This is an optimization exercise on Yosys and OpenROAD, whose aim is small area, a short achievable clock period and few clock cycles, not a production implementation. Only simulation tests tie the RTL to the original design; equivalence was not proved.

==> flow/design.v <==
package cfm_pkg;
   localparam int ADDR_W = 32;
   localparam int IDX_W = 4;
   localparam int PREFIX_W = 6;
   localparam int RULE_SLOTS_DEF = 16;
   localparam int RES_W = IDX_W + 2;    
   localparam logic [ADDR_W-1:0] MASK_ALL = '1;
   localparam logic [PREFIX_W-1:0] PREFIX_FULL = PREFIX_W'(ADDR_W);
   localparam logic OP_WRITE = 1'b0;
   localparam logic OP_CHECK = 1'b1;
   function automatic logic [ADDR_W-1:0] prefix_mask(input logic [PREFIX_W-1:0] len);
      logic [ADDR_W-1:0] mask;
      if (len >= PREFIX_FULL) begin
         mask = MASK_ALL;
      end else begin
         mask = ~(MASK_ALL >> len);
      end
      prefix_mask = mask;
   endfunction
endpackage
module cfm_cell #(
   parameter int INDEX = 0
) (
   input  logic                         clock,
   input  logic                         reset,       
   input  logic                         wr_go,       
   input  logic                         wr_hit,      
   input  logic [cfm_pkg::ADDR_W-1:0]   wr_network,
   input  logic [cfm_pkg::PREFIX_W-1:0] wr_prefix,
   input  logic                         wr_action,
   input  logic                         wr_enable,
   input  logic [cfm_pkg::ADDR_W-1:0]   address,
   output logic                         match,       
   output logic                         action
);
   logic [cfm_pkg::ADDR_W-1:0] net_ff;
   logic [cfm_pkg::PREFIX_W-1:0] len_ff, len_code;
   logic action_ff;
   logic valid;
   logic sel;
   assign sel = wr_go && wr_hit;
   always_comb begin
      if (!wr_enable) begin
         len_code = '1;
      end else if (wr_prefix[cfm_pkg::PREFIX_W-1]) begin
         len_code = cfm_pkg::PREFIX_FULL;
      end else begin
         len_code = wr_prefix;
      end
   end
   always_ff @(posedge clock) begin
      if (sel && wr_enable) begin
         net_ff <= wr_network;
         action_ff <= wr_action;
      end
      if (sel || reset) begin
         len_ff <= len_code | {cfm_pkg::PREFIX_W{reset}};
      end
   end
   assign valid = !(len_ff[5] && len_ff[0]);
   localparam int NBLK = cfm_pkg::ADDR_W / 4;
   logic [cfm_pkg::ADDR_W-1:0] diff;
   logic [NBLK-1:0] blk_full, blk_part, blk_miss;
   logic part1, part2, part3;
   assign diff = address ^ net_ff;
   assign part1 = len_ff[1] | len_ff[0];
   assign part2 = len_ff[1];
   assign part3 = len_ff[1] & len_ff[0];
   always_comb begin
      for (int b = 0; b < NBLK; b++) begin
         blk_full[b] = len_ff[5] || (len_ff[4:2] > 3'(b));
         blk_part[b] = !len_ff[5] && (len_ff[4:2] == 3'(b));
         blk_miss[b] = (blk_full[b] && (|diff[31-4*b -: 4])) ||
                       (blk_part[b] && ((diff[31-4*b] && part1) ||
                                        (diff[30-4*b] && part2) ||
                                        (diff[29-4*b] && part3)));
      end
   end
   assign match = valid && !(|blk_miss);
   assign action = action_ff;
endmodule
module cidr_first_match_filter_core #(
   parameter int RULE_SLOTS = cfm_pkg::RULE_SLOTS_DEF
) (
   input  logic                         clock,
   input  logic                         reset,
   input  logic                         req_valid,
   output logic                         req_ready,
   input  logic                         req_op,
   input  logic [cfm_pkg::ADDR_W-1:0]   req_address,
   input  logic [cfm_pkg::IDX_W-1:0]    req_rule_index,
   input  logic [cfm_pkg::ADDR_W-1:0]   req_rule_network,
   input  logic [cfm_pkg::PREFIX_W-1:0] req_rule_prefix,
   input  logic                         req_rule_action,
   input  logic                         req_rule_enable,
   output logic                         rsp_valid,
   input  logic                         rsp_ready,
   output logic                         rsp_allow,
   output logic                         rsp_hit,
   output logic [cfm_pkg::IDX_W-1:0]    rsp_hit_index
);
   localparam int QD = 3;                
   localparam int RES_W = cfm_pkg::RES_W;
   logic ready_ff;
   logic accept_check;
   assign accept_check = !reset && req_valid && ready_ff && (req_op == cfm_pkg::OP_CHECK);
   logic [RULE_SLOTS-1:0] match, action, write_hit;
   always_comb begin
      for (int k = 0; k < RULE_SLOTS; k++) begin
         write_hit[k] = req_valid && (req_op == cfm_pkg::OP_WRITE) &&
                        (req_rule_index == cfm_pkg::IDX_W'(k));
      end
   end
   for (genvar k = 0; k < RULE_SLOTS; k++) begin : g_cell
      cfm_cell #(
         .INDEX (k)
      ) u_cell (
         .clock      (clock),
         .reset      (reset),
         .wr_go      (ready_ff),
         .wr_hit     (write_hit[k]),
         .wr_network (req_rule_network),
         .wr_prefix  (req_rule_prefix),
         .wr_action  (req_rule_action),
         .wr_enable  (req_rule_enable),
         .address    (req_address),
         .match      (match[k]),
         .action     (action[k])
      );
   end
   logic s1_check;
   logic [RULE_SLOTS-1:0] s1_match;
   always_ff @(posedge clock) begin
      s1_check <= accept_check;
      s1_match <= match;
   end
   logic [RES_W-1:0] verdict;
   always_comb begin
      verdict = '0;
      for (int k = RULE_SLOTS - 1; k >= 0; k--) begin
         if (s1_match[k]) begin
            verdict = {action[k], 1'b1, cfm_pkg::IDX_W'(k)};
         end
      end
   end
   logic [RES_W-1:0] q_data [QD];
   logic [1:0] q_wp, q_rp, q_wp_next, q_rp_next;
   logic [QD-1:0] q_fill;
   logic h_valid;
   logic [RES_W-1:0] h_data;
   logic pop;
   logic room_pop, room_hold;     
   assign pop = h_valid && rsp_ready;
   assign q_wp_next = (q_wp == 2'(QD - 1)) ? 2'd0 : q_wp + 2'd1;
   assign q_rp_next = (q_rp == 2'(QD - 1)) ? 2'd0 : q_rp + 2'd1;
   always_comb begin
      case ({s1_check, ready_ff})
         2'b00: begin room_pop = 1'b1; room_hold = !q_fill[2]; end
         2'b11: begin room_pop = !q_fill[1]; room_hold = !q_fill[0]; end
         default: begin room_pop = !q_fill[2]; room_hold = !q_fill[1]; end
      endcase
   end
   always_ff @(posedge clock) begin
      if (s1_check) begin
         q_data[q_wp] <= verdict;
      end
      if (!h_valid) begin
         h_data <= verdict;
      end else if (pop) begin
         if (q_fill[1]) begin
            h_data <= q_data[q_rp_next];
         end else begin
            h_data <= verdict;
         end
      end
      if (reset) begin
         q_wp <= '0;
         q_rp <= '0;
         q_fill <= '0;
         h_valid <= 1'b0;
         ready_ff <= 1'b1;
      end else begin
         if (s1_check) begin
            q_wp <= q_wp_next;
         end
         if (pop) begin
            q_rp <= q_rp_next;
         end
         if (s1_check && !pop) begin
            q_fill <= {q_fill[QD-2:0], 1'b1};
         end else if (pop && !s1_check) begin
            q_fill <= {1'b0, q_fill[QD-1:1]};
         end
         if (!h_valid || (pop && !q_fill[1])) begin
            h_valid <= s1_check;
         end
         ready_ff <= pop ? room_pop : room_hold;
      end
   end
   assign req_ready = ready_ff;
   assign rsp_valid = h_valid;
   assign {rsp_allow, rsp_hit, rsp_hit_index} = h_data;
endmodule
Settings: LEC_CHECK=0, CAP_MARGIN=20, CORE_MARGIN=2, CORE_UTILIZATION=55, CTS_CLUSTER_DIAMETER=60, CTS_CLUSTER_SIZE=25, SETUP_SLACK_MARGIN=2.05, SLEW_MARGIN=20, DONT_USE_CELLS= sky130_fd_sc_hd__or4_1 sky130_fd_sc_hd__or4_2 sky130_fd_sc_hd__or4_4 sky130_fd_sc_hd__or4b_1 sky130_fd_sc_hd__or4b_2 sky130_fd_sc_hd__or4b_4 sky130_fd_sc_hd__or4bb_1 sky130_fd_sc_hd__or4bb_2 sky130_fd_sc_hd__or4bb_4 sky130_fd_sc_hd__or3_1 sky130_fd_sc_hd__or3_2 sky130_fd_sc_hd__or3_4 sky130_fd_sc_hd__or3b_1 sky130_fd_sc_hd__or3b_2 sky130_fd_sc_hd__or3b_4 sky130_fd_sc_hd__or2_0 sky130_fd_sc_hd__or2_1 sky130_fd_sc_hd__or2_2 sky130_fd_sc_hd__or2_4 sky130_fd_sc_hd__or2b_1 sky130_fd_sc_hd__or2b_2 sky130_fd_sc_hd__or2b_4 sky130_fd_sc_hd__and4_1 sky130_fd_sc_hd__and4_2 sky130_fd_sc_hd__and4_4 sky130_fd_sc_hd__and4b_1 sky130_fd_sc_hd__and4b_2 sky130_fd_sc_hd__and4b_4 sky130_fd_sc_hd__and4bb_1 sky130_fd_sc_hd__and4bb_2 sky130_fd_sc_hd__and4bb_4 sky130_fd_sc_hd__a2111oi_0 sky130_fd_sc_hd__o2111ai_1 sky130_fd_sc_hd__a2111o_1 sky130_fd_sc_hd__o2111a_1 sky130_fd_sc_hd__o311ai_0 sky130_fd_sc_hd__a311oi_1 sky130_fd_sc_hd__o41ai_1 sky130_fd_sc_hd__a41oi_1 sky130_fd_sc_hd__mux4_1 sky130_fd_sc_hd__mux4_2 sky130_fd_sc_hd__mux4_4 sky130_fd_sc_hd__mux2i_1 sky130_fd_sc_hd__mux2i_2 sky130_fd_sc_hd__mux2i_4 sky130_fd_sc_hd__a2111o_2 sky130_fd_sc_hd__a2111o_4 sky130_fd_sc_hd__o2111a_2 sky130_fd_sc_hd__o2111a_4; clock period 4.0 ns.
standard.sh (not shown) runs the stock make flow with config.mk's settings and CLKGATE_MAP_FILE= SYNTH_SCRIPT=/design/flow/synth_recipe.tcl, a recipe that flattens the netlist after the stock synthesis.
==> flow/flow/run.sh <==
#!/bin/bash
# The standard layout (standard.sh, ORFS synthesis to finish) with extra
# don't-use cells from flow/dont_use.mk added to the design config. Each ORFS
# step writes its own full log under orfs/logs/; make's own output goes to
# flow_make.log in the work folder.
set -euo pipefail
cat flow/dont_use.mk >> config.mk
bash standard.sh > flow_make.log 2>&1
==> flow/flow/dont_use.mk <==
# Slow OR/AND/MUX gates kept out of synthesis and repair: the deep reductions of
# the prefix match map onto NAND/NOR trees instead.
export DONT_USE_CELLS =  sky130_fd_sc_hd__or4_1 sky130_fd_sc_hd__or4_2 sky130_fd_sc_hd__or4_4 sky130_fd_sc_hd__or4b_1 sky130_fd_sc_hd__or4b_2 sky130_fd_sc_hd__or4b_4 sky130_fd_sc_hd__or4bb_1 sky130_fd_sc_hd__or4bb_2 sky130_fd_sc_hd__or4bb_4 sky130_fd_sc_hd__or3_1 sky130_fd_sc_hd__or3_2 sky130_fd_sc_hd__or3_4 sky130_fd_sc_hd__or3b_1 sky130_fd_sc_hd__or3b_2 sky130_fd_sc_hd__or3b_4 sky130_fd_sc_hd__or2_0 sky130_fd_sc_hd__or2_1 sky130_fd_sc_hd__or2_2 sky130_fd_sc_hd__or2_4 sky130_fd_sc_hd__or2b_1 sky130_fd_sc_hd__or2b_2 sky130_fd_sc_hd__or2b_4 sky130_fd_sc_hd__and4_1 sky130_fd_sc_hd__and4_2 sky130_fd_sc_hd__and4_4 sky130_fd_sc_hd__and4b_1 sky130_fd_sc_hd__and4b_2 sky130_fd_sc_hd__and4b_4 sky130_fd_sc_hd__and4bb_1 sky130_fd_sc_hd__and4bb_2 sky130_fd_sc_hd__and4bb_4 sky130_fd_sc_hd__a2111oi_0 sky130_fd_sc_hd__o2111ai_1 sky130_fd_sc_hd__a2111o_1 sky130_fd_sc_hd__o2111a_1 sky130_fd_sc_hd__o311ai_0 sky130_fd_sc_hd__a311oi_1 sky130_fd_sc_hd__o41ai_1 sky130_fd_sc_hd__a41oi_1 sky130_fd_sc_hd__mux4_1 sky130_fd_sc_hd__mux4_2 sky130_fd_sc_hd__mux4_4 sky130_fd_sc_hd__mux2i_1 sky130_fd_sc_hd__mux2i_2 sky130_fd_sc_hd__mux2i_4 sky130_fd_sc_hd__a2111o_2 sky130_fd_sc_hd__a2111o_4 sky130_fd_sc_hd__o2111a_2 sky130_fd_sc_hd__o2111a_4
The starting point completed, yet does not pass: antenna violations.
Testbench counts at the start, summed over its fixed seeds: cycles 12,144.
==> next run, changes <==
--- a/flow/design.v
+++ b/flow/design.v
@@ -149,9 +149,9 @@
    logic h_valid;
    logic [RES_W-1:0] h_data;
    logic pop;
    logic room_pop, room_hold;     
-   assign pop = h_valid && rsp_ready;
+   assign pop = q_fill[0] && rsp_ready;
    assign q_wp_next = (q_wp == 2'(QD - 1)) ? 2'd0 : q_wp + 2'd1;
    assign q_rp_next = (q_rp == 2'(QD - 1)) ? 2'd0 : q_rp + 2'd1;
    always_comb begin
       case ({s1_check, ready_ff})
@@ -163,9 +163,9 @@
    always_ff @(posedge clock) begin
       if (s1_check) begin
          q_data[q_wp] <= verdict;
       end
-      if (!h_valid) begin
+      if (!q_fill[0]) begin
          h_data <= verdict;
       end else if (pop) begin
          if (q_fill[1]) begin
             h_data <= q_data[q_rp_next];
@@ -190,9 +190,9 @@
             q_fill <= {q_fill[QD-2:0], 1'b1};
          end else if (pop && !s1_check) begin
             q_fill <= {1'b0, q_fill[QD-1:1]};
          end
-         if (!h_valid || (pop && !q_fill[1])) begin
+         if (!q_fill[0] || (pop && !q_fill[1])) begin
             h_valid <= s1_check;
          end
          ready_ff <= pop ? room_pop : room_hold;
       end
=> With this change the flow passed the timing, design-rule and antenna checks; worst setup slack gets better by 79 ps; critical path depth climbs by 3; final area drops by 2.3%; non-clock buffer count drops by 42; count of clock-buffer cells in the layout climbs by 3; area after synthesis hardly moves; first-iteration DRC count climbs by 3.6%; register-to-register slack gets better by 160 ps.
Testbench counts after the change, summed over its fixed seeds: cycles 12,144.

separate check: timing with driven ports:
Ports are ideal in the flow. The routed layouts listed here were re-timed in OpenROAD.
Step 1 sets driving cells, clkbuf_16 on the clock port and buf_2 on the other inputs (assumed; they add their load-dependent delay and slew).
Step 2 times the ports against the registers' clock, not the clock port: input delays grow and output delays shrink by t, the midpoint of the rising clock arrivals with the driver on.
Three values: ideal ports, drivers, drivers and shift; two values: the first two.
| run | t (ns) | slack for setup (ns) | worst hold slack (ns) | clock arrival spread, ns | worst slew at a driven data input, ns |
|---|---|---|---|---|---|
| the first run | 0.689 | 1.896 / 1.896 / 1.332 | 0.509 / 0.470 / 0.517 | 0.039 / 0.038 | 0.05 |
| the second run | 0.684 | 1.976 / 1.960 / 1.334 | 0.476 / 0.441 / 0.532 | 0.036 / 0.036 | 0.07 |
The setup slack of the second run, which loses most, moves by -0.016 ns with the drivers and by -0.642 ns with both steps.
